This design comes from an exercise in tuning for small area, a short achievable clock period and few clock cycles per item on the open sky130 flow, not from production work. Only simulation tests tie the RTL to the original design; equivalence was not proved.

## flow/design.v (module list and top-level ports; edited modules follow where they fit)
// module lfps_cfg_regs: 54 lines
// module lfps_ctrl: 35 lines
// module lfps_sense_sum: 14 lines
// module lfps_mean_lut: 30 lines
// module lfps_datapath: 286 lines
// module lfps_pid_mac: 1217 lines
// module line_follow_pid_steering: 57 lines
module line_follow_pid_steering #(
	parameter int unsigned SENSOR_COUNT = 8
) (
	input  logic                                 clk,
	input  logic                                 arst_n,
	input  logic                                 sensor_valid,
	output logic                                 sensor_ready,
	input  logic [lfps_pkg::SENSORS_MAX-1:0]     sensor_bits,
	output logic                                 wheel_valid,
	input  logic                                 wheel_ready,
	output logic [lfps_pkg::SPEED_W-1:0]         left_drive,
	output logic [lfps_pkg::SPEED_W-1:0]         right_drive,
	output logic [lfps_pkg::ERR_W-1:0]           error_out,
	input  logic                                 psel,
	input  logic                                 penable,
	input  logic                                 pwrite,
	input  logic [lfps_pkg::APB_ADDR_W-1:0]      paddr,
	input  logic [lfps_pkg::APB_DATA_W-1:0]      pwdata,
	output logic [lfps_pkg::APB_DATA_W-1:0]      prdata,
	output logic                                 pready
);
  // ...
==> flow/run.sh <==
#!/bin/bash
# synth_recipe.tcl (not shown) runs the flow's synth.tcl, then flattens the netlist and writes it again
# the make line also repeats each setting of config.mk as NAME=value (left out here)
make -C /OpenROAD-flow-scripts/flow DESIGN_CONFIG=/design/flow/config.mk WORK_HOME=/design/flow/orfs CLKGATE_MAP_FILE= SYNTH_SCRIPT=/design/flow/synth_recipe.tcl finish
==> flow/config.mk <==
export PLATFORM = sky130hd
export DESIGN_NAME = line_follow_pid_steering
export DESIGN_NICKNAME = line_follow_pid_steering
export VERILOG_FILES = /design/flow/design.v
export SDC_FILE = /design/flow/constraint.sdc
export NUM_CORES = 4
export LEC_CHECK = 0
export ABC_AREA = 1
export CAP_MARGIN = 20
export CORE_MARGIN = 2
export CORE_UTILIZATION = 40
export SETUP_SLACK_MARGIN = 4.5
export SLEW_MARGIN = 20
==> flow/constraint.sdc <==
create_clock -name core_clock -period 9.0 [get_ports {clk}]
set_input_delay 1.8000 -clock core_clock [delete_from_list [all_inputs] [get_ports {clk}]]
set_output_delay 1.8000 -clock core_clock [all_outputs]
set_load 0.01 [all_outputs]
==> impl_metrics.toml, run 1 <==
[global_routing]
globalRouteMet3Util_pct = 4.22
overall_overflow_remaining_after_global_route = 0
global_route_wire_length_before_repair_microns = 279000
grt_use_met1_pct = 37.9

[cells_and_area]
layout.filler_cells = 12100
nNetsFinal = 7365
largest_reg_flops = 141
nonClkBufAreaFrac_pct = 8.05

[worst_hold_path]
hold_path_startpoint = "u_datapath.s2_raw_q[9]"
min_path_type = "flop to flop"

[sta]
min_hold_slack_ns = 0.413
setup_repair_after_global_routing_missed_its_margin = "true"
maximum_clock_rate_ghz = 0.212

[floorplanning]
nWellTaps = 1650
fp.dieH_microns = 360

[clock_network]
cts_max_level = 2
clock_latency_ns = 0.68

[setup_path]
crit-reg2reg-capture = "u_datapath.s3_b_q[17]"
crit_type = "flop to flop"
worstSetupEndpointType = "flop"

[yosys]
synthTopCellsByArea = "sky130_fd_sc_hd__edfxtp_1 16%, sky130_fd_sc_hd__fa_1 13%, sky130_fd_sc_hd__ha_1 9.0%"
synth_common_cells = "1022 x sky130_fd_sc_hd__nand2_1, 943 x sky130_fd_sc_hd__inv_1, 490 x sky130_fd_sc_hd__xor2_1, 447 x sky130_fd_sc_hd__nor2_1, 415 x sky130_fd_sc_hd__o21ai_0"
synth_adder_area_share_pct = 22.2

[run_status]
status = "no timing/DRC/antenna violations"

[detailed_routing]
met2WireLength_microns = 84300
Testbench counts, summed over its fixed seeds: cycles 2,104, items 2,048.
==> module lfps_datapath, before the edit <==
module lfps_datapath (
	input  logic           clk,
	input  logic           arst_n,
	input  logic           adv,
	input  logic           upd,
	input  lfps_pkg::cfg_t cfg,
	input  logic [7:0]     sensor_bits,
	output logic [14:0]    left_drive,
	output logic [14:0]    right_drive,
	output logic [11:0]    error_out
);
	logic signed [4:0] in_s, s0_s_q;
	logic [3:0]        in_n, s0_n_q;
	lfps_sense_sum u_sum (
		.bits (sensor_bits),
		.s    (in_s),
		.n    (in_n)
	);
	always_ff @(posedge clk) begin
		if (adv) begin
			s0_s_q <= in_s;
			s0_n_q <= in_n;
		end
	end
	logic [17:0] lut_o;
	logic        m_found, m_efr, m_neg, m_db;
	logic [1:0]  m_cls;
	logic signed [11:0] m_mean;
	lfps_mean_lut u_lut (
		.s (s0_s_q),
		.n (s0_n_q),
		.o (lut_o)
	);
	always_ff @(posedge clk) begin
		if (adv) {m_found, m_efr, m_neg, m_db, m_cls, m_mean} <= lut_o;
	end
	logic signed [11:0] pe_q;
	logic [1:0]         pe_cls_q;
	logic               pe_nz_q, pe_frac_q;
	logic signed [15:0] integ_q;
	logic signed [11:0] s2_raw_q;
	logic [17:0]        s2_eb_q;
	logic [20:0]        s2_db_q;
	logic signed [11:0] raw, e, e_f;
	logic               e_fr, e_nz, flip;
	logic [1:0]         cls;
	logic [14:0]        hi_0, hi_1, hi_2;
	logic [15:0]        lo_0, lo_1, lo_2;
	logic signed [12:0] ih, ih_m, ih_p;
	logic signed [3:0]  df0;
	logic signed [16:0] t_p, t_fn, t_f;
	logic               gt_p, lt_p, gt_fn, lt_fn, gt_f, lt_f;
	logic               gt, lt;
	logic signed [16:0] t;
	logic [14:0]        hi_sel, hi_f;
	logic [15:0]        lo_sel, lo_f;
	logic signed [15:0] integ_new;
	task automatic integ_step(
		input  logic signed [3:0]  d0,
		input  logic               fr,
		input  logic [1:0]         c,
		output logic signed [16:0] tt,
		output logic               gt_o,
		output logic               lt_o
	);
		logic signed [4:0]  d1;
		logic signed [5:0]  l0, l1;
		logic signed [12:0] hs0, hs1;
		logic signed [16:0] a0, a1;
		logic               sel;
		logic [14:0]        hv;
		logic [15:0]        lv;
		logic signed [17:0] dh, dl;
		logic signed [5:0]  sh0, sh1, sl0, sl1;
		logic               h_pos, h_neg, l_pos, l_neg;
		logic               g0, g1, k0, k1;
		d1   = 5'(d0) + 5'sd1;
		l0   = $signed({2'b00, integ_q[3:0]}) + 6'(d0);
		l1   = $signed({2'b00, integ_q[3:0]}) + 6'(d1);
		hs0  = l0[5] ? ih_m : (l0[4] ? ih_p : ih);
		hs1  = l1[5] ? ih_m : (l1[4] ? ih_p : ih);
		a0   = {hs0, l0[3:0]};
		a1   = {hs1, l1[3:0]};
		sel  = hs0[12] && fr;
		tt   = sel ? a1 : a0;
		hv   = c[1] ? hi_2 : (c[0] ? hi_1 : hi_0);
		lv   = c[1] ? lo_2 : (c[0] ? lo_1 : lo_0);
		dh    = 18'(integ_q) + 18'($signed(~{3'b000, hv}));
		dl    = 18'(integ_q) + 18'($signed({2'b00, lv}));
		h_pos = !dh[17] && (dh[16:3] != 14'h0000);
		h_neg = dh[17] && (dh[16:3] != 14'h3FFF);
		l_pos = !dl[17] && (dl[16:3] != 14'h0000);
		l_neg = dl[17] && (dl[16:3] != 14'h3FFF);
		sh0   = 6'($signed({dh[17], dh[2:0]})) + 6'(d0);
		sh1   = 6'($signed({dh[17], dh[2:0]})) + 6'(d1);
		sl0   = 6'($signed({dl[17], dl[2:0]})) + 6'(d0);
		sl1   = 6'($signed({dl[17], dl[2:0]})) + 6'(d1);
		g0    = h_pos || (!h_neg && !sh0[5]);
		g1    = h_pos || (!h_neg && !sh1[5]);
		k0    = l_neg || (!l_pos && sl0[5]);
		k1    = l_neg || (!l_pos && sl1[5]);
		gt_o  = sel ? g1 : g0;
		lt_o  = sel ? k1 : k0;
	endtask
	always_comb begin
		hi_0 = cfg.integral_limits[15] ? 15'h7FFF : cfg.integral_limits[14:0];
		hi_1 = cfg.integral_limits[31] ? 15'h7FFF : cfg.integral_limits[30:16];
		hi_2 = cfg.integral_limits[47] ? 15'h7FFF : cfg.integral_limits[46:32];
		lo_0 = cfg.integral_limits[15] ? 16'h8000 : cfg.integral_limits[15:0];
		lo_1 = cfg.integral_limits[31] ? 16'h8000 : cfg.integral_limits[31:16];
		lo_2 = cfg.integral_limits[47] ? 16'h8000 : cfg.integral_limits[47:32];
		ih   = 13'($signed(integ_q[15:4]));
		ih_m = ih - 13'sd1;
		ih_p = ih + 13'sd1;
		e_f  = m_db ? 12'sd0 : m_mean;
		raw  = m_found ? m_mean : pe_q;
		e    = m_found ? e_f : pe_q;
		e_fr = m_found ? m_efr : pe_frac_q;
		e_nz = m_found ? !m_db : pe_nz_q;
		cls  = m_found ? m_cls : pe_cls_q;
		flip = !m_db && ((pe_nz_q && !pe_q[11] && m_neg) || (pe_q[11] && !m_neg));
		integ_step(pe_q[11:8], pe_frac_q, pe_cls_q, t_p, gt_p, lt_p);
		integ_step(e_f[11:8], m_efr, m_cls, t_fn, gt_fn, lt_fn);
		df0  = e_f[11:8];
		t_f  = (e_f[11] && m_efr) ? 17'(5'(df0) + 5'sd1) : 17'(df0);
		hi_f = m_cls[1] ? hi_2 : (m_cls[0] ? hi_1 : hi_0);
		lo_f = m_cls[1] ? lo_2 : (m_cls[0] ? lo_1 : lo_0);
		gt_f = t_f > $signed({2'b00, hi_f});
		lt_f = t_f < -$signed({1'b0, lo_f});
		if (!m_found) begin
			t  = t_p;
			gt = gt_p;
			lt = lt_p;
		end else if (flip) begin
			t  = t_f;
			gt = gt_f;
			lt = lt_f;
		end else begin
			t  = t_fn;
			gt = gt_fn;
			lt = lt_fn;
		end
		hi_sel = cls[1] ? hi_2 : (cls[0] ? hi_1 : hi_0);
		lo_sel = cls[1] ? lo_2 : (cls[0] ? lo_1 : lo_0);
		if (gt) begin
			integ_new = $signed({1'b0, hi_sel});
		end else if (lt) begin
			integ_new = 16'(-$signed({1'b0, lo_sel}));
		end else begin
			integ_new = 16'(t);
		end
	end
	always_ff @(posedge clk or negedge arst_n) begin
		if (!arst_n) begin
			pe_q      <= '0;
			pe_cls_q  <= '0;
			pe_nz_q   <= 1'b0;
			pe_frac_q <= 1'b0;
			integ_q   <= '0;
		end else if (upd) begin
			pe_q      <= e;
			pe_cls_q  <= cls;
			pe_nz_q   <= e_nz;
			pe_frac_q <= e_fr;
			integ_q   <= integ_new;
		end
	end
	function automatic logic [20:0] booth_digits(input logic [13:0] y);
		logic b2, b1, b0;
		for (int j = 0; j < 7; j++) begin
			b2 = y[2 * j + 1];
			b1 = y[2 * j];
			b0 = (j == 0) ? 1'b0 : y[2 * j - 1];
			booth_digits[3 * j]     = b1 ^ b0;
			booth_digits[3 * j + 1] = (b2 && !b1 && !b0) || (!b2 && b1 && b0);
			booth_digits[3 * j + 2] = b2;
		end
	endfunction
	logic signed [12:0] de;
	logic [20:0]        eb_w;
	always_comb begin
		de   = m_found ? 13'(e_f) - 13'(pe_q) : 13'sd0;
		eb_w = booth_digits(14'(e));
	end
	always_ff @(posedge clk) begin
		if (adv) begin
			s2_raw_q <= raw;
			s2_eb_q  <= eb_w[17:0];
			s2_db_q  <= booth_digits(14'(de));
		end
	end
	logic [40:8]        mac_a, mac_b;
	logic               mac_c8;
	logic [40:8]        s3_a_q, s3_b_q;
	logic               s3_c8_q;
	logic signed [11:0] s3_raw_q;
	lfps_pid_mac u_mac (
		.gp (cfg.gain_p),
		.gd (cfg.gain_d),
		.gi (cfg.gain_i),
		.eb (s2_eb_q),
		.db (s2_db_q),
		.ig (integ_q),
		.sa (mac_a),
		.sb (mac_b),
		.c8 (mac_c8)
	);
	always_ff @(posedge clk) begin
		if (adv) begin
			s3_a_q   <= mac_a;
			s3_b_q   <= mac_b;
			s3_c8_q  <= mac_c8;
			s3_raw_q <= s2_raw_q;
		end
	end
	logic [32:0]        acc;      
	logic signed [24:0] s4_acc_q;
	logic               s4_frac_q;
	logic signed [11:0] s4_raw_q;
	always_comb begin
		acc = s3_a_q + s3_b_q + 33'(s3_c8_q);
	end
	always_ff @(posedge clk) begin
		if (adv) begin
			s4_acc_q  <= $signed(acc[32:8]);
			s4_frac_q <= (acc[7:0] != 8'h00);
			s4_raw_q  <= s3_raw_q;
		end
	end
	logic signed [24:0] acc_hi;
	logic signed [15:0] sl;
	logic signed [15:0] sv;
	logic               svf, hi_ovf, lo_ovf, at_sl;
	logic [15:0]        lo_sum;
	logic signed [15:0] s5_sv_q;
	logic               s5_svf_q;
	logic signed [11:0] s5_raw_q;
	always_comb begin
		acc_hi = s4_acc_q;
		sl     = $signed({1'b0, cfg.steer_limit});
		hi_ovf = !acc_hi[24] && ((acc_hi[23:15] != 9'h000) || (acc_hi[14:0] > sl[14:0]));
		lo_sum = {1'b0, acc_hi[14:0]} + {1'b0, sl[14:0]};
		lo_ovf = acc_hi[24] && ((acc_hi[23:15] != 9'h1FF) || !lo_sum[15]);
		at_sl  = !acc_hi[24] && (acc_hi[23:15] == 9'h000) && (acc_hi[14:0] == sl[14:0]);
		if (hi_ovf) begin
			sv = sl;
		end else if (lo_ovf) begin
			sv = -sl;
		end else begin
			sv = 16'(acc_hi);
		end
		svf = s4_frac_q && !hi_ovf && !lo_ovf && !at_sl;
	end
	always_ff @(posedge clk) begin
		if (adv) begin
			s5_sv_q  <= sv;
			s5_svf_q <= svf;
			s5_raw_q <= s4_raw_q;
		end
	end
	logic signed [16:0] lsum, rsum, k_q, lk, rk;
	logic [14:0] lw, rw;
	logic [14:0] l_q, r_q;
	logic [11:0] err_q;
	always_comb begin
		lsum = 17'($signed({2'b00, cfg.nominal_drive})) + 17'(s5_sv_q);
		rsum = 17'($signed({2'b00, cfg.nominal_drive})) + 17'(~s5_sv_q) + 17'(!s5_svf_q);
		lk   = k_q + 17'(~s5_sv_q) + 17'sd1;    
		rk   = k_q + 17'(s5_sv_q) + 17'(s5_svf_q);  
		lw   = lsum[16] ? 15'd0 : (lk[16] ? cfg.drive_cap : lsum[14:0]);
		rw   = rsum[16] ? 15'd0 : (rk[16] ? cfg.drive_cap : rsum[14:0]);
	end
	always_ff @(posedge clk) begin
		k_q <= 17'($signed({2'b00, cfg.drive_cap})) - 17'($signed({2'b00, cfg.nominal_drive}));
	end
	always_ff @(posedge clk) begin
		if (adv) begin
			l_q   <= lw;
			r_q   <= rw;
			err_q <= s5_raw_q;
		end
	end
	assign left_drive  = l_q;
	assign right_drive = r_q;
	assign error_out   = err_q;
endmodule
==> run 2: changes to the inputs <==
--- a/flow/design.v
+++ b/flow/design.v
@@ -330,5 +330,5 @@
 	end
-	function automatic logic [20:0] booth_digits(input logic [13:0] y);
+	function automatic logic [23:0] booth_digits(input logic [15:0] y);
 		logic b2, b1, b0;
-		for (int j = 0; j < 7; j++) begin
+		for (int j = 0; j < 8; j++) begin
 			b2 = y[2 * j + 1];
@@ -342,6 +342,9 @@
 	logic signed [12:0] de;
-	logic [20:0]        eb_w;
+	logic [23:0]        eb_w, db_w, ib_w;
+	logic [23:0]        s2_ib_q;
 	always_comb begin
 		de   = m_found ? 13'(e_f) - 13'(pe_q) : 13'sd0;
-		eb_w = booth_digits(14'(e));
+		eb_w = booth_digits(16'(e));
+		db_w = booth_digits(16'(de));
+		ib_w = booth_digits(integ_new);
 	end
@@ -351,5 +354,8 @@
 			s2_eb_q  <= eb_w[17:0];
-			s2_db_q  <= booth_digits(14'(de));
+			s2_db_q  <= db_w[20:0];
 		end
 	end
+	always_ff @(posedge clk) begin
+		if (upd) s2_ib_q <= ib_w;
+	end
 	logic [40:8]        mac_a, mac_b;
@@ -365,3 +371,3 @@
 		.db (s2_db_q),
-		.ig (integ_q),
+		.ib (s2_ib_q),
 		.sa (mac_a),
@@ -455,3 +461,3 @@
 	input  logic [20:0] db,    
-	input  logic [15:0] ig,
+	input  logic [23:0] ib,    
 	output logic [40:8] sa,
@@ -695,178 +701,146 @@
 	assign n234 = ~db[20];
-	logic bi_one0, bi_two0, bi_neg0;
-	assign bi_one0 = ig[0] ^ 1'b0;
-	assign bi_two0 = (ig[1] & ~ig[0] & ~1'b0) | (~ig[1] & ig[0] & 1'b0);
-	assign bi_neg0 = ig[1];
-	assign n235 = ((bi_one0 & gi[0])) ^ bi_neg0;
-	assign n236 = ((bi_one0 & gi[1]) | (bi_two0 & gi[0])) ^ bi_neg0;
-	assign n237 = ((bi_one0 & gi[2]) | (bi_two0 & gi[1])) ^ bi_neg0;
-	assign n238 = ((bi_one0 & gi[3]) | (bi_two0 & gi[2])) ^ bi_neg0;
-	assign n239 = ((bi_one0 & gi[4]) | (bi_two0 & gi[3])) ^ bi_neg0;
-	assign n240 = ((bi_one0 & gi[5]) | (bi_two0 & gi[4])) ^ bi_neg0;
-	assign n241 = ((bi_one0 & gi[6]) | (bi_two0 & gi[5])) ^ bi_neg0;
-	assign n242 = ((bi_one0 & gi[7]) | (bi_two0 & gi[6])) ^ bi_neg0;
-	assign n243 = ((bi_one0 & gi[8]) | (bi_two0 & gi[7])) ^ bi_neg0;
-	assign n244 = ((bi_one0 & gi[9]) | (bi_two0 & gi[8])) ^ bi_neg0;
-	assign n245 = ((bi_one0 & gi[10]) | (bi_two0 & gi[9])) ^ bi_neg0;
-	assign n246 = ((bi_one0 & gi[11]) | (bi_two0 & gi[10])) ^ bi_neg0;
-	assign n247 = ((bi_one0 & gi[12]) | (bi_two0 & gi[11])) ^ bi_neg0;
-	assign n248 = ((bi_one0 & gi[13]) | (bi_two0 & gi[12])) ^ bi_neg0;
-	assign n249 = ((bi_one0 & gi[14]) | (bi_two0 & gi[13])) ^ bi_neg0;
-	assign n250 = ((bi_one0 & gi[15]) | (bi_two0 & gi[14])) ^ bi_neg0;
-	assign n251 = ((bi_two0 & gi[15])) ^ bi_neg0;
-	assign n252 = ~bi_neg0;
-	logic bi_one1, bi_two1, bi_neg1;
-	assign bi_one1 = ig[2] ^ ig[1];
-	assign bi_two1 = (ig[3] & ~ig[2] & ~ig[1]) | (~ig[3] & ig[2] & ig[1]);
-	assign bi_neg1 = ig[3];
-	assign n253 = ((bi_one1 & gi[0])) ^ bi_neg1;
-	assign n254 = ((bi_one1 & gi[1]) | (bi_two1 & gi[0])) ^ bi_neg1;
-	assign n255 = ((bi_one1 & gi[2]) | (bi_two1 & gi[1])) ^ bi_neg1;
-	assign n256 = ((bi_one1 & gi[3]) | (bi_two1 & gi[2])) ^ bi_neg1;
-	assign n257 = ((bi_one1 & gi[4]) | (bi_two1 & gi[3])) ^ bi_neg1;
-	assign n258 = ((bi_one1 & gi[5]) | (bi_two1 & gi[4])) ^ bi_neg1;
-	assign n259 = ((bi_one1 & gi[6]) | (bi_two1 & gi[5])) ^ bi_neg1;
-	assign n260 = ((bi_one1 & gi[7]) | (bi_two1 & gi[6])) ^ bi_neg1;
-	assign n261 = ((bi_one1 & gi[8]) | (bi_two1 & gi[7])) ^ bi_neg1;
-	assign n262 = ((bi_one1 & gi[9]) | (bi_two1 & gi[8])) ^ bi_neg1;
-	assign n263 = ((bi_one1 & gi[10]) | (bi_two1 & gi[9])) ^ bi_neg1;
-	assign n264 = ((bi_one1 & gi[11]) | (bi_two1 & gi[10])) ^ bi_neg1;
-	assign n265 = ((bi_one1 & gi[12]) | (bi_two1 & gi[11])) ^ bi_neg1;
-	assign n266 = ((bi_one1 & gi[13]) | (bi_two1 & gi[12])) ^ bi_neg1;
-	assign n267 = ((bi_one1 & gi[14]) | (bi_two1 & gi[13])) ^ bi_neg1;
-	assign n268 = ((bi_one1 & gi[15]) | (bi_two1 & gi[14])) ^ bi_neg1;
-	assign n269 = ((bi_two1 & gi[15])) ^ bi_neg1;
-	assign n270 = ~bi_neg1;
-	logic bi_one2, bi_two2, bi_neg2;
-	assign bi_one2 = ig[4] ^ ig[3];
-	assign bi_two2 = (ig[5] & ~ig[4] & ~ig[3]) | (~ig[5] & ig[4] & ig[3]);
-	assign bi_neg2 = ig[5];
-	assign n271 = ((bi_one2 & gi[0])) ^ bi_neg2;
-	assign n272 = ((bi_one2 & gi[1]) | (bi_two2 & gi[0])) ^ bi_neg2;
-	assign n273 = ((bi_one2 & gi[2]) | (bi_two2 & gi[1])) ^ bi_neg2;
-	assign n274 = ((bi_one2 & gi[3]) | (bi_two2 & gi[2])) ^ bi_neg2;
-	assign n275 = ((bi_one2 & gi[4]) | (bi_two2 & gi[3])) ^ bi_neg2;
-	assign n276 = ((bi_one2 & gi[5]) | (bi_two2 & gi[4])) ^ bi_neg2;
-	assign n277 = ((bi_one2 & gi[6]) | (bi_two2 & gi[5])) ^ bi_neg2;
-	assign n278 = ((bi_one2 & gi[7]) | (bi_two2 & gi[6])) ^ bi_neg2;
-	assign n279 = ((bi_one2 & gi[8]) | (bi_two2 & gi[7])) ^ bi_neg2;
-	assign n280 = ((bi_one2 & gi[9]) | (bi_two2 & gi[8])) ^ bi_neg2;
-	assign n281 = ((bi_one2 & gi[10]) | (bi_two2 & gi[9])) ^ bi_neg2;
-	assign n282 = ((bi_one2 & gi[11]) | (bi_two2 & gi[10])) ^ bi_neg2;
-	assign n283 = ((bi_one2 & gi[12]) | (bi_two2 & gi[11])) ^ bi_neg2;
-	assign n284 = ((bi_one2 & gi[13]) | (bi_two2 & gi[12])) ^ bi_neg2;
-	assign n285 = ((bi_one2 & gi[14]) | (bi_two2 & gi[13])) ^ bi_neg2;
-	assign n286 = ((bi_one2 & gi[15]) | (bi_two2 & gi[14])) ^ bi_neg2;
-	assign n287 = ((bi_two2 & gi[15])) ^ bi_neg2;
-	assign n288 = ~bi_neg2;
-	logic bi_one3, bi_two3, bi_neg3;
-	assign bi_one3 = ig[6] ^ ig[5];
-	assign bi_two3 = (ig[7] & ~ig[6] & ~ig[5]) | (~ig[7] & ig[6] & ig[5]);
-	assign bi_neg3 = ig[7];
-	assign n289 = ((bi_one3 & gi[0])) ^ bi_neg3;
-	assign n290 = ((bi_one3 & gi[1]) | (bi_two3 & gi[0])) ^ bi_neg3;
-	assign n291 = ((bi_one3 & gi[2]) | (bi_two3 & gi[1])) ^ bi_neg3;
-	assign n292 = ((bi_one3 & gi[3]) | (bi_two3 & gi[2])) ^ bi_neg3;
-	assign n293 = ((bi_one3 & gi[4]) | (bi_two3 & gi[3])) ^ bi_neg3;
-	assign n294 = ((bi_one3 & gi[5]) | (bi_two3 & gi[4])) ^ bi_neg3;
-	assign n295 = ((bi_one3 & gi[6]) | (bi_two3 & gi[5])) ^ bi_neg3;
-	assign n296 = ((bi_one3 & gi[7]) | (bi_two3 & gi[6])) ^ bi_neg3;
-	assign n297 = ((bi_one3 & gi[8]) | (bi_two3 & gi[7])) ^ bi_neg3;
-	assign n298 = ((bi_one3 & gi[9]) | (bi_two3 & gi[8])) ^ bi_neg3;
-	assign n299 = ((bi_one3 & gi[10]) | (bi_two3 & gi[9])) ^ bi_neg3;
-	assign n300 = ((bi_one3 & gi[11]) | (bi_two3 & gi[10])) ^ bi_neg3;
-	assign n301 = ((bi_one3 & gi[12]) | (bi_two3 & gi[11])) ^ bi_neg3;
-	assign n302 = ((bi_one3 & gi[13]) | (bi_two3 & gi[12])) ^ bi_neg3;
-	assign n303 = ((bi_one3 & gi[14]) | (bi_two3 & gi[13])) ^ bi_neg3;
-	assign n304 = ((bi_one3 & gi[15]) | (bi_two3 & gi[14])) ^ bi_neg3;
-	assign n305 = ((bi_two3 & gi[15])) ^ bi_neg3;
-	assign n306 = ~bi_neg3;
-	logic bi_one4, bi_two4, bi_neg4;
-	assign bi_one4 = ig[8] ^ ig[7];
-	assign bi_two4 = (ig[9] & ~ig[8] & ~ig[7]) | (~ig[9] & ig[8] & ig[7]);
-	assign bi_neg4 = ig[9];
-	assign n307 = ((bi_one4 & gi[0])) ^ bi_neg4;
-	assign n308 = ((bi_one4 & gi[1]) | (bi_two4 & gi[0])) ^ bi_neg4;
-	assign n309 = ((bi_one4 & gi[2]) | (bi_two4 & gi[1])) ^ bi_neg4;
-	assign n310 = ((bi_one4 & gi[3]) | (bi_two4 & gi[2])) ^ bi_neg4;
-	assign n311 = ((bi_one4 & gi[4]) | (bi_two4 & gi[3])) ^ bi_neg4;
-	assign n312 = ((bi_one4 & gi[5]) | (bi_two4 & gi[4])) ^ bi_neg4;
-	assign n313 = ((bi_one4 & gi[6]) | (bi_two4 & gi[5])) ^ bi_neg4;
-	assign n314 = ((bi_one4 & gi[7]) | (bi_two4 & gi[6])) ^ bi_neg4;
-	assign n315 = ((bi_one4 & gi[8]) | (bi_two4 & gi[7])) ^ bi_neg4;
-	assign n316 = ((bi_one4 & gi[9]) | (bi_two4 & gi[8])) ^ bi_neg4;
-	assign n317 = ((bi_one4 & gi[10]) | (bi_two4 & gi[9])) ^ bi_neg4;
-	assign n318 = ((bi_one4 & gi[11]) | (bi_two4 & gi[10])) ^ bi_neg4;
-	assign n319 = ((bi_one4 & gi[12]) | (bi_two4 & gi[11])) ^ bi_neg4;
-	assign n320 = ((bi_one4 & gi[13]) | (bi_two4 & gi[12])) ^ bi_neg4;
-	assign n321 = ((bi_one4 & gi[14]) | (bi_two4 & gi[13])) ^ bi_neg4;
-	assign n322 = ((bi_one4 & gi[15]) | (bi_two4 & gi[14])) ^ bi_neg4;
-	assign n323 = ((bi_two4 & gi[15])) ^ bi_neg4;
-	assign n324 = ~bi_neg4;
-	logic bi_one5, bi_two5, bi_neg5;
-	assign bi_one5 = ig[10] ^ ig[9];
-	assign bi_two5 = (ig[11] & ~ig[10] & ~ig[9]) | (~ig[11] & ig[10] & ig[9]);
-	assign bi_neg5 = ig[11];
-	assign n325 = ((bi_one5 & gi[0])) ^ bi_neg5;
-	assign n326 = ((bi_one5 & gi[1]) | (bi_two5 & gi[0])) ^ bi_neg5;
-	assign n327 = ((bi_one5 & gi[2]) | (bi_two5 & gi[1])) ^ bi_neg5;
-	assign n328 = ((bi_one5 & gi[3]) | (bi_two5 & gi[2])) ^ bi_neg5;
-	assign n329 = ((bi_one5 & gi[4]) | (bi_two5 & gi[3])) ^ bi_neg5;
-	assign n330 = ((bi_one5 & gi[5]) | (bi_two5 & gi[4])) ^ bi_neg5;
-	assign n331 = ((bi_one5 & gi[6]) | (bi_two5 & gi[5])) ^ bi_neg5;
-	assign n332 = ((bi_one5 & gi[7]) | (bi_two5 & gi[6])) ^ bi_neg5;
-	assign n333 = ((bi_one5 & gi[8]) | (bi_two5 & gi[7])) ^ bi_neg5;
-	assign n334 = ((bi_one5 & gi[9]) | (bi_two5 & gi[8])) ^ bi_neg5;
-	assign n335 = ((bi_one5 & gi[10]) | (bi_two5 & gi[9])) ^ bi_neg5;
-	assign n336 = ((bi_one5 & gi[11]) | (bi_two5 & gi[10])) ^ bi_neg5;
-	assign n337 = ((bi_one5 & gi[12]) | (bi_two5 & gi[11])) ^ bi_neg5;
-	assign n338 = ((bi_one5 & gi[13]) | (bi_two5 & gi[12])) ^ bi_neg5;
-	assign n339 = ((bi_one5 & gi[14]) | (bi_two5 & gi[13])) ^ bi_neg5;
-	assign n340 = ((bi_one5 & gi[15]) | (bi_two5 & gi[14])) ^ bi_neg5;
-	assign n341 = ((bi_two5 & gi[15])) ^ bi_neg5;
-	assign n342 = ~bi_neg5;
-	logic bi_one6, bi_two6, bi_neg6;
-	assign bi_one6 = ig[12] ^ ig[11];
-	assign bi_two6 = (ig[13] & ~ig[12] & ~ig[11]) | (~ig[13] & ig[12] & ig[11]);
-	assign bi_neg6 = ig[13];
-	assign n343 = ((bi_one6 & gi[0])) ^ bi_neg6;
-	assign n344 = ((bi_one6 & gi[1]) | (bi_two6 & gi[0])) ^ bi_neg6;
-	assign n345 = ((bi_one6 & gi[2]) | (bi_two6 & gi[1])) ^ bi_neg6;
-	assign n346 = ((bi_one6 & gi[3]) | (bi_two6 & gi[2])) ^ bi_neg6;
-	assign n347 = ((bi_one6 & gi[4]) | (bi_two6 & gi[3])) ^ bi_neg6;
-	assign n348 = ((bi_one6 & gi[5]) | (bi_two6 & gi[4])) ^ bi_neg6;
-	assign n349 = ((bi_one6 & gi[6]) | (bi_two6 & gi[5])) ^ bi_neg6;
-	assign n350 = ((bi_one6 & gi[7]) | (bi_two6 & gi[6])) ^ bi_neg6;
-	assign n351 = ((bi_one6 & gi[8]) | (bi_two6 & gi[7])) ^ bi_neg6;
-	assign n352 = ((bi_one6 & gi[9]) | (bi_two6 & gi[8])) ^ bi_neg6;
-	assign n353 = ((bi_one6 & gi[10]) | (bi_two6 & gi[9])) ^ bi_neg6;
-	assign n354 = ((bi_one6 & gi[11]) | (bi_two6 & gi[10])) ^ bi_neg6;
-	assign n355 = ((bi_one6 & gi[12]) | (bi_two6 & gi[11])) ^ bi_neg6;
-	assign n356 = ((bi_one6 & gi[13]) | (bi_two6 & gi[12])) ^ bi_neg6;
-	assign n357 = ((bi_one6 & gi[14]) | (bi_two6 & gi[13])) ^ bi_neg6;
-	assign n358 = ((bi_one6 & gi[15]) | (bi_two6 & gi[14])) ^ bi_neg6;
-	assign n359 = ((bi_two6 & gi[15])) ^ bi_neg6;
-	assign n360 = ~bi_neg6;
-	logic bi_one7, bi_two7, bi_neg7;
-	assign bi_one7 = ig[14] ^ ig[13];
-	assign bi_two7 = (ig[15] & ~ig[14] & ~ig[13]) | (~ig[15] & ig[14] & ig[13]);
-	assign bi_neg7 = ig[15];
-	assign n361 = ((bi_one7 & gi[0])) ^ bi_neg7;
-	assign n362 = ((bi_one7 & gi[1]) | (bi_two7 & gi[0])) ^ bi_neg7;
-	assign n363 = ((bi_one7 & gi[2]) | (bi_two7 & gi[1])) ^ bi_neg7;
-	assign n364 = ((bi_one7 & gi[3]) | (bi_two7 & gi[2])) ^ bi_neg7;
-	assign n365 = ((bi_one7 & gi[4]) | (bi_two7 & gi[3])) ^ bi_neg7;
-	assign n366 = ((bi_one7 & gi[5]) | (bi_two7 & gi[4])) ^ bi_neg7;
-	assign n367 = ((bi_one7 & gi[6]) | (bi_two7 & gi[5])) ^ bi_neg7;
-	assign n368 = ((bi_one7 & gi[7]) | (bi_two7 & gi[6])) ^ bi_neg7;
-	assign n369 = ((bi_one7 & gi[8]) | (bi_two7 & gi[7])) ^ bi_neg7;
-	assign n370 = ((bi_one7 & gi[9]) | (bi_two7 & gi[8])) ^ bi_neg7;
-	assign n371 = ((bi_one7 & gi[10]) | (bi_two7 & gi[9])) ^ bi_neg7;
-	assign n372 = ((bi_one7 & gi[11]) | (bi_two7 & gi[10])) ^ bi_neg7;
-	assign n373 = ((bi_one7 & gi[12]) | (bi_two7 & gi[11])) ^ bi_neg7;
-	assign n374 = ((bi_one7 & gi[13]) | (bi_two7 & gi[12])) ^ bi_neg7;
-	assign n375 = ((bi_one7 & gi[14]) | (bi_two7 & gi[13])) ^ bi_neg7;
-	assign n376 = ((bi_one7 & gi[15]) | (bi_two7 & gi[14])) ^ bi_neg7;
-	assign n377 = ((bi_two7 & gi[15])) ^ bi_neg7;
-	assign n378 = ~bi_neg7;
+	assign n235 = ((ib[0] & gi[0])) ^ ib[2];
+	assign n236 = ((ib[0] & gi[1]) | (ib[1] & gi[0])) ^ ib[2];
+	assign n237 = ((ib[0] & gi[2]) | (ib[1] & gi[1])) ^ ib[2];
+	assign n238 = ((ib[0] & gi[3]) | (ib[1] & gi[2])) ^ ib[2];
+	assign n239 = ((ib[0] & gi[4]) | (ib[1] & gi[3])) ^ ib[2];
+	assign n240 = ((ib[0] & gi[5]) | (ib[1] & gi[4])) ^ ib[2];
+	assign n241 = ((ib[0] & gi[6]) | (ib[1] & gi[5])) ^ ib[2];
+	assign n242 = ((ib[0] & gi[7]) | (ib[1] & gi[6])) ^ ib[2];
+	assign n243 = ((ib[0] & gi[8]) | (ib[1] & gi[7])) ^ ib[2];
+	assign n244 = ((ib[0] & gi[9]) | (ib[1] & gi[8])) ^ ib[2];
+	assign n245 = ((ib[0] & gi[10]) | (ib[1] & gi[9])) ^ ib[2];
+	assign n246 = ((ib[0] & gi[11]) | (ib[1] & gi[10])) ^ ib[2];
+	assign n247 = ((ib[0] & gi[12]) | (ib[1] & gi[11])) ^ ib[2];
+	assign n248 = ((ib[0] & gi[13]) | (ib[1] & gi[12])) ^ ib[2];
+	assign n249 = ((ib[0] & gi[14]) | (ib[1] & gi[13])) ^ ib[2];
+	assign n250 = ((ib[0] & gi[15]) | (ib[1] & gi[14])) ^ ib[2];
+	assign n251 = ((ib[1] & gi[15])) ^ ib[2];
+	assign n252 = ~ib[2];
+	assign n253 = ((ib[3] & gi[0])) ^ ib[5];
+	assign n254 = ((ib[3] & gi[1]) | (ib[4] & gi[0])) ^ ib[5];
+	assign n255 = ((ib[3] & gi[2]) | (ib[4] & gi[1])) ^ ib[5];
+	assign n256 = ((ib[3] & gi[3]) | (ib[4] & gi[2])) ^ ib[5];
+	assign n257 = ((ib[3] & gi[4]) | (ib[4] & gi[3])) ^ ib[5];
+	assign n258 = ((ib[3] & gi[5]) | (ib[4] & gi[4])) ^ ib[5];
+	assign n259 = ((ib[3] & gi[6]) | (ib[4] & gi[5])) ^ ib[5];
+	assign n260 = ((ib[3] & gi[7]) | (ib[4] & gi[6])) ^ ib[5];
+	assign n261 = ((ib[3] & gi[8]) | (ib[4] & gi[7])) ^ ib[5];
+	assign n262 = ((ib[3] & gi[9]) | (ib[4] & gi[8])) ^ ib[5];
+	assign n263 = ((ib[3] & gi[10]) | (ib[4] & gi[9])) ^ ib[5];
+	assign n264 = ((ib[3] & gi[11]) | (ib[4] & gi[10])) ^ ib[5];
+	assign n265 = ((ib[3] & gi[12]) | (ib[4] & gi[11])) ^ ib[5];
+	assign n266 = ((ib[3] & gi[13]) | (ib[4] & gi[12])) ^ ib[5];
+	assign n267 = ((ib[3] & gi[14]) | (ib[4] & gi[13])) ^ ib[5];
+	assign n268 = ((ib[3] & gi[15]) | (ib[4] & gi[14])) ^ ib[5];
+	assign n269 = ((ib[4] & gi[15])) ^ ib[5];
+	assign n270 = ~ib[5];
+	assign n271 = ((ib[6] & gi[0])) ^ ib[8];
+	assign n272 = ((ib[6] & gi[1]) | (ib[7] & gi[0])) ^ ib[8];
+	assign n273 = ((ib[6] & gi[2]) | (ib[7] & gi[1])) ^ ib[8];
+	assign n274 = ((ib[6] & gi[3]) | (ib[7] & gi[2])) ^ ib[8];
+	assign n275 = ((ib[6] & gi[4]) | (ib[7] & gi[3])) ^ ib[8];
+	assign n276 = ((ib[6] & gi[5]) | (ib[7] & gi[4])) ^ ib[8];
+	assign n277 = ((ib[6] & gi[6]) | (ib[7] & gi[5])) ^ ib[8];
+	assign n278 = ((ib[6] & gi[7]) | (ib[7] & gi[6])) ^ ib[8];
+	assign n279 = ((ib[6] & gi[8]) | (ib[7] & gi[7])) ^ ib[8];
+	assign n280 = ((ib[6] & gi[9]) | (ib[7] & gi[8])) ^ ib[8];
+	assign n281 = ((ib[6] & gi[10]) | (ib[7] & gi[9])) ^ ib[8];
+	assign n282 = ((ib[6] & gi[11]) | (ib[7] & gi[10])) ^ ib[8];
+	assign n283 = ((ib[6] & gi[12]) | (ib[7] & gi[11])) ^ ib[8];
+	assign n284 = ((ib[6] & gi[13]) | (ib[7] & gi[12])) ^ ib[8];
+	assign n285 = ((ib[6] & gi[14]) | (ib[7] & gi[13])) ^ ib[8];
+	assign n286 = ((ib[6] & gi[15]) | (ib[7] & gi[14])) ^ ib[8];
+	assign n287 = ((ib[7] & gi[15])) ^ ib[8];
+	assign n288 = ~ib[8];
+	assign n289 = ((ib[9] & gi[0])) ^ ib[11];
+	assign n290 = ((ib[9] & gi[1]) | (ib[10] & gi[0])) ^ ib[11];
+	assign n291 = ((ib[9] & gi[2]) | (ib[10] & gi[1])) ^ ib[11];
+	assign n292 = ((ib[9] & gi[3]) | (ib[10] & gi[2])) ^ ib[11];
+	assign n293 = ((ib[9] & gi[4]) | (ib[10] & gi[3])) ^ ib[11];
+	assign n294 = ((ib[9] & gi[5]) | (ib[10] & gi[4])) ^ ib[11];
+	assign n295 = ((ib[9] & gi[6]) | (ib[10] & gi[5])) ^ ib[11];
+	assign n296 = ((ib[9] & gi[7]) | (ib[10] & gi[6])) ^ ib[11];
+	assign n297 = ((ib[9] & gi[8]) | (ib[10] & gi[7])) ^ ib[11];
+	assign n298 = ((ib[9] & gi[9]) | (ib[10] & gi[8])) ^ ib[11];
+	assign n299 = ((ib[9] & gi[10]) | (ib[10] & gi[9])) ^ ib[11];
+	assign n300 = ((ib[9] & gi[11]) | (ib[10] & gi[10])) ^ ib[11];
+	assign n301 = ((ib[9] & gi[12]) | (ib[10] & gi[11])) ^ ib[11];
+	assign n302 = ((ib[9] & gi[13]) | (ib[10] & gi[12])) ^ ib[11];
+	assign n303 = ((ib[9] & gi[14]) | (ib[10] & gi[13])) ^ ib[11];
+	assign n304 = ((ib[9] & gi[15]) | (ib[10] & gi[14])) ^ ib[11];
+	assign n305 = ((ib[10] & gi[15])) ^ ib[11];
+	assign n306 = ~ib[11];
+	assign n307 = ((ib[12] & gi[0])) ^ ib[14];
+	assign n308 = ((ib[12] & gi[1]) | (ib[13] & gi[0])) ^ ib[14];
+	assign n309 = ((ib[12] & gi[2]) | (ib[13] & gi[1])) ^ ib[14];
+	assign n310 = ((ib[12] & gi[3]) | (ib[13] & gi[2])) ^ ib[14];
+	assign n311 = ((ib[12] & gi[4]) | (ib[13] & gi[3])) ^ ib[14];
+	assign n312 = ((ib[12] & gi[5]) | (ib[13] & gi[4])) ^ ib[14];
+	assign n313 = ((ib[12] & gi[6]) | (ib[13] & gi[5])) ^ ib[14];
+	assign n314 = ((ib[12] & gi[7]) | (ib[13] & gi[6])) ^ ib[14];
+	assign n315 = ((ib[12] & gi[8]) | (ib[13] & gi[7])) ^ ib[14];
+	assign n316 = ((ib[12] & gi[9]) | (ib[13] & gi[8])) ^ ib[14];
+	assign n317 = ((ib[12] & gi[10]) | (ib[13] & gi[9])) ^ ib[14];
+	assign n318 = ((ib[12] & gi[11]) | (ib[13] & gi[10])) ^ ib[14];
+	assign n319 = ((ib[12] & gi[12]) | (ib[13] & gi[11])) ^ ib[14];
+	assign n320 = ((ib[12] & gi[13]) | (ib[13] & gi[12])) ^ ib[14];
+	assign n321 = ((ib[12] & gi[14]) | (ib[13] & gi[13])) ^ ib[14];
+	assign n322 = ((ib[12] & gi[15]) | (ib[13] & gi[14])) ^ ib[14];
+	assign n323 = ((ib[13] & gi[15])) ^ ib[14];
+	assign n324 = ~ib[14];
+	assign n325 = ((ib[15] & gi[0])) ^ ib[17];
+	assign n326 = ((ib[15] & gi[1]) | (ib[16] & gi[0])) ^ ib[17];
+	assign n327 = ((ib[15] & gi[2]) | (ib[16] & gi[1])) ^ ib[17];
+	assign n328 = ((ib[15] & gi[3]) | (ib[16] & gi[2])) ^ ib[17];
+	assign n329 = ((ib[15] & gi[4]) | (ib[16] & gi[3])) ^ ib[17];
+	assign n330 = ((ib[15] & gi[5]) | (ib[16] & gi[4])) ^ ib[17];
+	assign n331 = ((ib[15] & gi[6]) | (ib[16] & gi[5])) ^ ib[17];
+	assign n332 = ((ib[15] & gi[7]) | (ib[16] & gi[6])) ^ ib[17];
+	assign n333 = ((ib[15] & gi[8]) | (ib[16] & gi[7])) ^ ib[17];
+	assign n334 = ((ib[15] & gi[9]) | (ib[16] & gi[8])) ^ ib[17];
+	assign n335 = ((ib[15] & gi[10]) | (ib[16] & gi[9])) ^ ib[17];
+	assign n336 = ((ib[15] & gi[11]) | (ib[16] & gi[10])) ^ ib[17];
+	assign n337 = ((ib[15] & gi[12]) | (ib[16] & gi[11])) ^ ib[17];
+	assign n338 = ((ib[15] & gi[13]) | (ib[16] & gi[12])) ^ ib[17];
+	assign n339 = ((ib[15] & gi[14]) | (ib[16] & gi[13])) ^ ib[17];
+	assign n340 = ((ib[15] & gi[15]) | (ib[16] & gi[14])) ^ ib[17];
+	assign n341 = ((ib[16] & gi[15])) ^ ib[17];
+	assign n342 = ~ib[17];
+	assign n343 = ((ib[18] & gi[0])) ^ ib[20];
+	assign n344 = ((ib[18] & gi[1]) | (ib[19] & gi[0])) ^ ib[20];
+	assign n345 = ((ib[18] & gi[2]) | (ib[19] & gi[1])) ^ ib[20];
+	assign n346 = ((ib[18] & gi[3]) | (ib[19] & gi[2])) ^ ib[20];
+	assign n347 = ((ib[18] & gi[4]) | (ib[19] & gi[3])) ^ ib[20];
+	assign n348 = ((ib[18] & gi[5]) | (ib[19] & gi[4])) ^ ib[20];
+	assign n349 = ((ib[18] & gi[6]) | (ib[19] & gi[5])) ^ ib[20];
+	assign n350 = ((ib[18] & gi[7]) | (ib[19] & gi[6])) ^ ib[20];
+	assign n351 = ((ib[18] & gi[8]) | (ib[19] & gi[7])) ^ ib[20];
+	assign n352 = ((ib[18] & gi[9]) | (ib[19] & gi[8])) ^ ib[20];
+	assign n353 = ((ib[18] & gi[10]) | (ib[19] & gi[9])) ^ ib[20];
+	assign n354 = ((ib[18] & gi[11]) | (ib[19] & gi[10])) ^ ib[20];
+	assign n355 = ((ib[18] & gi[12]) | (ib[19] & gi[11])) ^ ib[20];
+	assign n356 = ((ib[18] & gi[13]) | (ib[19] & gi[12])) ^ ib[20];
+	assign n357 = ((ib[18] & gi[14]) | (ib[19] & gi[13])) ^ ib[20];
+	assign n358 = ((ib[18] & gi[15]) | (ib[19] & gi[14])) ^ ib[20];
+	assign n359 = ((ib[19] & gi[15])) ^ ib[20];
+	assign n360 = ~ib[20];
+	assign n361 = ((ib[21] & gi[0])) ^ ib[23];
+	assign n362 = ((ib[21] & gi[1]) | (ib[22] & gi[0])) ^ ib[23];
+	assign n363 = ((ib[21] & gi[2]) | (ib[22] & gi[1])) ^ ib[23];
+	assign n364 = ((ib[21] & gi[3]) | (ib[22] & gi[2])) ^ ib[23];
+	assign n365 = ((ib[21] & gi[4]) | (ib[22] & gi[3])) ^ ib[23];
+	assign n366 = ((ib[21] & gi[5]) | (ib[22] & gi[4])) ^ ib[23];
+	assign n367 = ((ib[21] & gi[6]) | (ib[22] & gi[5])) ^ ib[23];
+	assign n368 = ((ib[21] & gi[7]) | (ib[22] & gi[6])) ^ ib[23];
+	assign n369 = ((ib[21] & gi[8]) | (ib[22] & gi[7])) ^ ib[23];
+	assign n370 = ((ib[21] & gi[9]) | (ib[22] & gi[8])) ^ ib[23];
+	assign n371 = ((ib[21] & gi[10]) | (ib[22] & gi[9])) ^ ib[23];
+	assign n372 = ((ib[21] & gi[11]) | (ib[22] & gi[10])) ^ ib[23];
+	assign n373 = ((ib[21] & gi[12]) | (ib[22] & gi[11])) ^ ib[23];
+	assign n374 = ((ib[21] & gi[13]) | (ib[22] & gi[12])) ^ ib[23];
+	assign n375 = ((ib[21] & gi[14]) | (ib[22] & gi[13])) ^ ib[23];
+	assign n376 = ((ib[21] & gi[15]) | (ib[22] & gi[14])) ^ ib[23];
+	assign n377 = ((ib[22] & gi[15])) ^ ib[23];
+	assign n378 = ~ib[23];
 	assign n379 = n9 ^ n25;
@@ -951,4 +925,4 @@
 	assign n458 = (n261 & n277) | (n261 & n293) | (n277 & n293);
-	assign n459 = n309 ^ n325 ^ bi_neg5;
-	assign n460 = (n309 & n325) | (n309 & bi_neg5) | (n325 & bi_neg5);
+	assign n459 = n309 ^ n325 ^ ib[17];
+	assign n460 = (n309 & n325) | (n309 & ib[17]) | (n325 & ib[17]);
 	assign n461 = n36 ^ n52 ^ n68;
@@ -1025,4 +999,4 @@
 	assign n532 = (n199 & db[17]) | (n199 & n237) | (db[17] & n237);
-	assign n533 = n253 ^ bi_neg1;
-	assign n534 = n253 & bi_neg1;
+	assign n533 = n253 ^ ib[5];
+	assign n534 = n253 & ib[5];
 	assign n535 = n92 ^ n120 ^ n136;
@@ -1039,4 +1013,4 @@
 	assign n546 = (n239 & n255) | (n239 & n271) | (n255 & n271);
-	assign n547 = bi_neg2 ^ n386 ^ n388;
-	assign n548 = (bi_neg2 & n386) | (bi_neg2 & n388) | (n386 & n388);
+	assign n547 = ib[8] ^ n386 ^ n388;
+	assign n548 = (ib[8] & n386) | (ib[8] & n388) | (n386 & n388);
 	assign n549 = n389 ^ n391 ^ n393;
@@ -1053,4 +1027,4 @@
 	assign n560 = (n257 & n273) | (n257 & n289) | (n273 & n289);
-	assign n561 = bi_neg3 ^ n398 ^ n400;
-	assign n562 = (bi_neg3 & n398) | (bi_neg3 & n400) | (n398 & n400);
+	assign n561 = ib[11] ^ n398 ^ n400;
+	assign n562 = (ib[11] & n398) | (ib[11] & n400) | (n398 & n400);
 	assign n563 = n402 ^ n404 ^ n405;
@@ -1067,4 +1041,4 @@
 	assign n574 = (n417 & n419) | (n417 & n421) | (n419 & n421);
-	assign n575 = n307 ^ bi_neg4 ^ n416;
-	assign n576 = (n307 & bi_neg4) | (n307 & n416) | (bi_neg4 & n416);
+	assign n575 = n307 ^ ib[14] ^ n416;
+	assign n576 = (n307 & ib[14]) | (n307 & n416) | (ib[14] & n416);
 	assign n577 = n418 ^ n420 ^ n422;
@@ -1099,4 +1073,4 @@
 	assign n606 = (n465 & n467) | (n465 & n469) | (n467 & n469);
-	assign n607 = n343 ^ bi_neg6 ^ n462;
-	assign n608 = (n343 & bi_neg6) | (n343 & n462) | (bi_neg6 & n462);
+	assign n607 = n343 ^ ib[20] ^ n462;
+	assign n608 = (n343 & ib[20]) | (n343 & n462) | (ib[20] & n462);
 	assign n609 = n464 ^ n466 ^ n468;
@@ -1117,4 +1091,4 @@
 	assign n624 = (n329 & n345) | (n329 & n361) | (n345 & n361);
-	assign n625 = bi_neg7 ^ n484 ^ n486;
-	assign n626 = (bi_neg7 & n484) | (bi_neg7 & n486) | (n484 & n486);
+	assign n625 = ib[23] ^ n484 ^ n486;
+	assign n626 = (ib[23] & n484) | (ib[23] & n486) | (n484 & n486);
 	assign n627 = n488 ^ n490 ^ n492;
@@ -1173,4 +1147,4 @@
 	assign n680 = (n149 & n165) | (n149 & n181) | (n165 & n181);
-	assign n681 = db[14] ^ n235 ^ bi_neg0;
-	assign n682 = (db[14] & n235) | (db[14] & bi_neg0) | (n235 & bi_neg0);
+	assign n681 = db[14] ^ n235 ^ ib[2];
+	assign n682 = (db[14] & n235) | (db[14] & ib[2]) | (n235 & ib[2]);
 	assign n683 = n379 ^ n517 ^ n519;
--- a/flow/config.mk
+++ b/flow/config.mk
@@ -11,3 +11,3 @@
 export CORE_UTILIZATION = 40
-export SETUP_SLACK_MARGIN = 4.5
+export SETUP_SLACK_MARGIN = 4.45
 export SLEW_MARGIN = 20
==> impl_metrics.toml, run 2 <==
[floorplanning]
initial_utilization_pct = 40.4
placeableCoreArea_sq_um = 130000
floorplan.rows = 132
die_area_sq_um = 134000
die-width_microns = 366
num_io_pins = 194
fp.dieH_microns = 366

[sta]
maximum_clock_rate_ghz = 0.206
finalWorstSetupSlack_ns = 4.14
max-slew-margin-rel_pct = 34.1
timing.final.crit_period_ns = 4.86
final_critical_path_share_of_the_clock_period_pct = 54.0
setup_viol = 0
drv_slew = 0
hold_viol = 0
setup_repair_after_global_routing_missed_its_margin = "true"
fin_setup_tns_ns = 0
tightestPinTransition_ns = 0.989
timing.clock.skew_ns = 0.0543

[detailed_routing]
drt_wl_total_microns = 199000
post-route-drc-count = 0
route.antenna.remaining_nets = 0
route.detailed.vias_per_inst = 5.63
route.detailed.wl_per_inst_microns = 22.7
detailroute.via_count = 49300
drtPass1Iterations = 7
drt_iter0_markers = 5486

[worst_hold_path]
holdPathStages = 0
min_path_type = "flop to flop"

[yosys]
proportion_of_register_bits_with_asynchronous_set_or_reset_after_synthesis_pct = 33.9
netlist.area_leader.share_pct = 16.4
netlist-cell-type-count = 66
synth_warnings = 4
top_flip_flop_cell_by_instance_count_after_synthesis = "sky130_fd_sc_hd__edfxtp_1"
proportion_of_synthesized_chip_area_in_sequential_cells_pct = 27.4
synth_top_area_cell = "sky130_fd_sc_hd__edfxtp_1"
syn_area_sq_um = 52500
synth-edff-count = 287
synthTopCellsByArea = "sky130_fd_sc_hd__edfxtp_1 16%, sky130_fd_sc_hd__fa_1 13%, sky130_fd_sc_hd__dfrtp_1 8.6%"
synth-seq-cells = 531
synth.most_common_cell = "sky130_fd_sc_hd__nand2_1"
postSynthAreaPerCell_sq_um = 7.89
post_synth_inst_count = 6649
synth_common_cells = "1178 x sky130_fd_sc_hd__nand2_1, 1026 x sky130_fd_sc_hd__inv_1, 495 x sky130_fd_sc_hd__o21ai_0, 482 x sky130_fd_sc_hd__xor2_1, 469 x sky130_fd_sc_hd__nor2_1"

[setup_path]
r2r_cells = 31
crit_path_top_delay_cell = "sky130_fd_sc_hd__edfxtp_1"
worstSetupEndpointType = "flop"
start_kind = "flop"
timing.critical_path.slowest_cell_delay_ns = 0.41
worstPathArrival_ns = 5.30
worst-endpoint-required_ns = 9.44
crit_type = "flop to flop"
worstPathMaxFanout = 8
crit_top_cell = "sky130_fd_sc_hd__nand2_1"

[clock_network]
tritoncts = "built"
clock_latency_ns = 0.69
cts.sinks = 531
cts-buffers-inserted = 66
cts_max_level = 3
holdBufCountCts = 0
cts_max_path_buffers = 3
cts.clk_slew.worst_paths_ns = 0.07
root_buffer = "sky130_fd_sc_hd__clkbuf_16"

[placed_design]
io_buffer_count = 157
gp_routability_congestion = 0.990
pre_cts_ws_ns = 2.13
post_placement_cell_count = 8299
post-dp-hpwl_microns = 147000

[run]
maxcap_viol_count = 0

[cells_and_area]
drive_above_1_share_pct = 13.0
syn2layout_area_growth_pct = 19.3
largest-register = "u_cfg_regs.cfg_q"
layout_commonest_cell = "sky130_fd_sc_hd__nand2_1"
layout.cells.most_common_list = "1101 x sky130_fd_sc_hd__nand2_1, 937 x sky130_fd_sc_hd__inv_1, 480 x sky130_fd_sc_hd__xor2_1"
layout.filler_cells = 12600
nNetsFinal = 7739
finalNonFillerCells = 8766
largest_reg_flops = 141
largestRegisters = "u_cfg_regs.cfg_q x141, u_cfg_regs.rd_q x48"

[global_routing]
overall_overflow_remaining_after_global_route = 0
antenna_found_initial = 2
groute.usage.overall_pct = 27.9
number_of_global_route_vias_before_repair = 46000
grt_start_max_net_pins = 136
global_route_wire_length_before_repair_microns = 287000

[run_status]
status = "no timing/DRC/antenna violations"
## run 2: cell types whose count changed after synthesis, moves of 15 or more
cell,previous run,this run
sky130_fd_sc_hd__inv_1,943,1026
sky130_fd_sc_hd__edfxtp_1,263,287
sky130_fd_sc_hd__o21ai_0,415,495
sky130_fd_sc_hd__o221ai_1,64,49
sky130_fd_sc_hd__o211ai_1,32,52
sky130_fd_sc_hd__nor2_1,447,469
sky130_fd_sc_hd__a211oi_1,44,29
sky130_fd_sc_hd__nand3_1,208,278
sky130_fd_sc_hd__nand2_1,1022,1178
## run 2: metal layers
layer / GRT usage (%) / share of wire, % / up-vias
li1: - / - / 22600
met5: 0 / 0.0065 / -
met4: 12.9 / 5.8 / 2
met2: 43.8 / 44 / 2473
met1: 37.4 / 41 / 23700
met3: 4.90 / 8.7 / 547
## run 2: layout make-up
cell class                 instances  area (sq um)  area share [%]
tap                             1742          2180            3.48
clock inverter                    34           353           0.564
sequential                       531         14400            23.1
antenna                            5          12.5          0.0200
multi-input combinational       4763         34400            55.0
timing repair inverter            10          77.6           0.124
timing repair buffer             520          4960            7.93
inverter                        1074          4390            7.01
clock buffer                      87          1770            2.83
## run 2: worst max-delay path: cells and delay by family (launching register included)
kind | cells | cell delay (ns)
xor gates and xnor gates | 2 | 0.41
buffers and inverters | 5 | 0.75
and+or+nand+nor | 19 | 2.18
DFF | 1 | 0.41
AOI/OAI and AO/OA | 4 | 0.55
adders and majority gates | 1 | 0.27
## run 2: worst paths after layout
| path | from | slack, ns | end |
|---|---|---|---|
| worst min-delay path | u_datapath.s3_raw_q[10] | 0.42 | u_datapath.s4_raw_q[10] |
| max in group asynchronous | arst_n | 6.54 | u_cfg_regs.cfg_q[104] |
| worst min register to register | u_datapath.s3_raw_q[10] | 0.42 | u_datapath.s4_raw_q[10] |
| min in group asynchronous | arst_n | 1.20 | u_cfg_regs.cfg_q[36] |
| worst max-delay path | u_datapath.m_cls[0] | 4.14 | u_datapath.s2_ib_q[16] |
| worst max register to register | u_datapath.m_cls[0] | 4.14 | u_datapath.s2_ib_q[16] |
## run 2: cell families after synthesis
family | after synthesis | synth area share (%)
buffers and inverters | 1379 | 10.2
AND/OR/NAND/NOR | 2088 | 16.4
adder cells (fa/ha/maj) | 688 | 21.2
flip-flops | 531 | 27.4
AO/OA/AOI/OAI | 1435 | 15.9
XOR/XNOR | 522 | 8.71
other | 2 | 0.0143
multiplexers | 4 | 0.0787
## run 2: per-stage QoR
stage	hold WS, ns	util (%)	cell area, sq um
floorplan	0.400	-	52600
global placement	0.403	42.6	55300
detailed placement	0.405	42.6	55300
CTS	0.418	45.7	59400
global route	0.426	48.2	62600
finish	0.417	48.2	62600
## run 2: timing repair
item	in CTS	in global routing
gates cloned	11	12
buffers inserted	94	224
endpoints found under the setup margin	74	71
pin swaps	83	73
resized for setup	283	258
Testbench counts of run 2, summed over its fixed seeds: cycles 2,104, items 2,048.

port drivers added, routing unchanged:
The flow's constraints put no driver on any port. The routed layouts listed below were extracted and timed again, unchanged, in two steps.
Step 1: set_driving_cell puts a clkbuf_16 on clk and a buf_2 on each other input, an assumption about the parent block.
Step 2 times the ports against the registers' clock, not the clock port: input delays grow and output delays shrink by t, the midpoint of the rising clock arrivals with the driver on.
Three values: ideal, step 1, step 2; two values: the first two.
run	shift t [ns]	setup slack, ns	latest minus earliest clock arrival (ns)	worst register clock-pin slew, ns
run 1	0.736	4.292 / 4.292 / 4.115	0.046 / 0.045	0.08 / 0.08
run 2	0.731	4.144 / 4.144 / 3.900	0.064 / 0.064	0.07 / 0.07
After both steps every run listed still meets setup and hold. For run 2, which loses most, drivers alone change the setup slack by 0.000 ns; drivers and shift together by -0.244 ns.
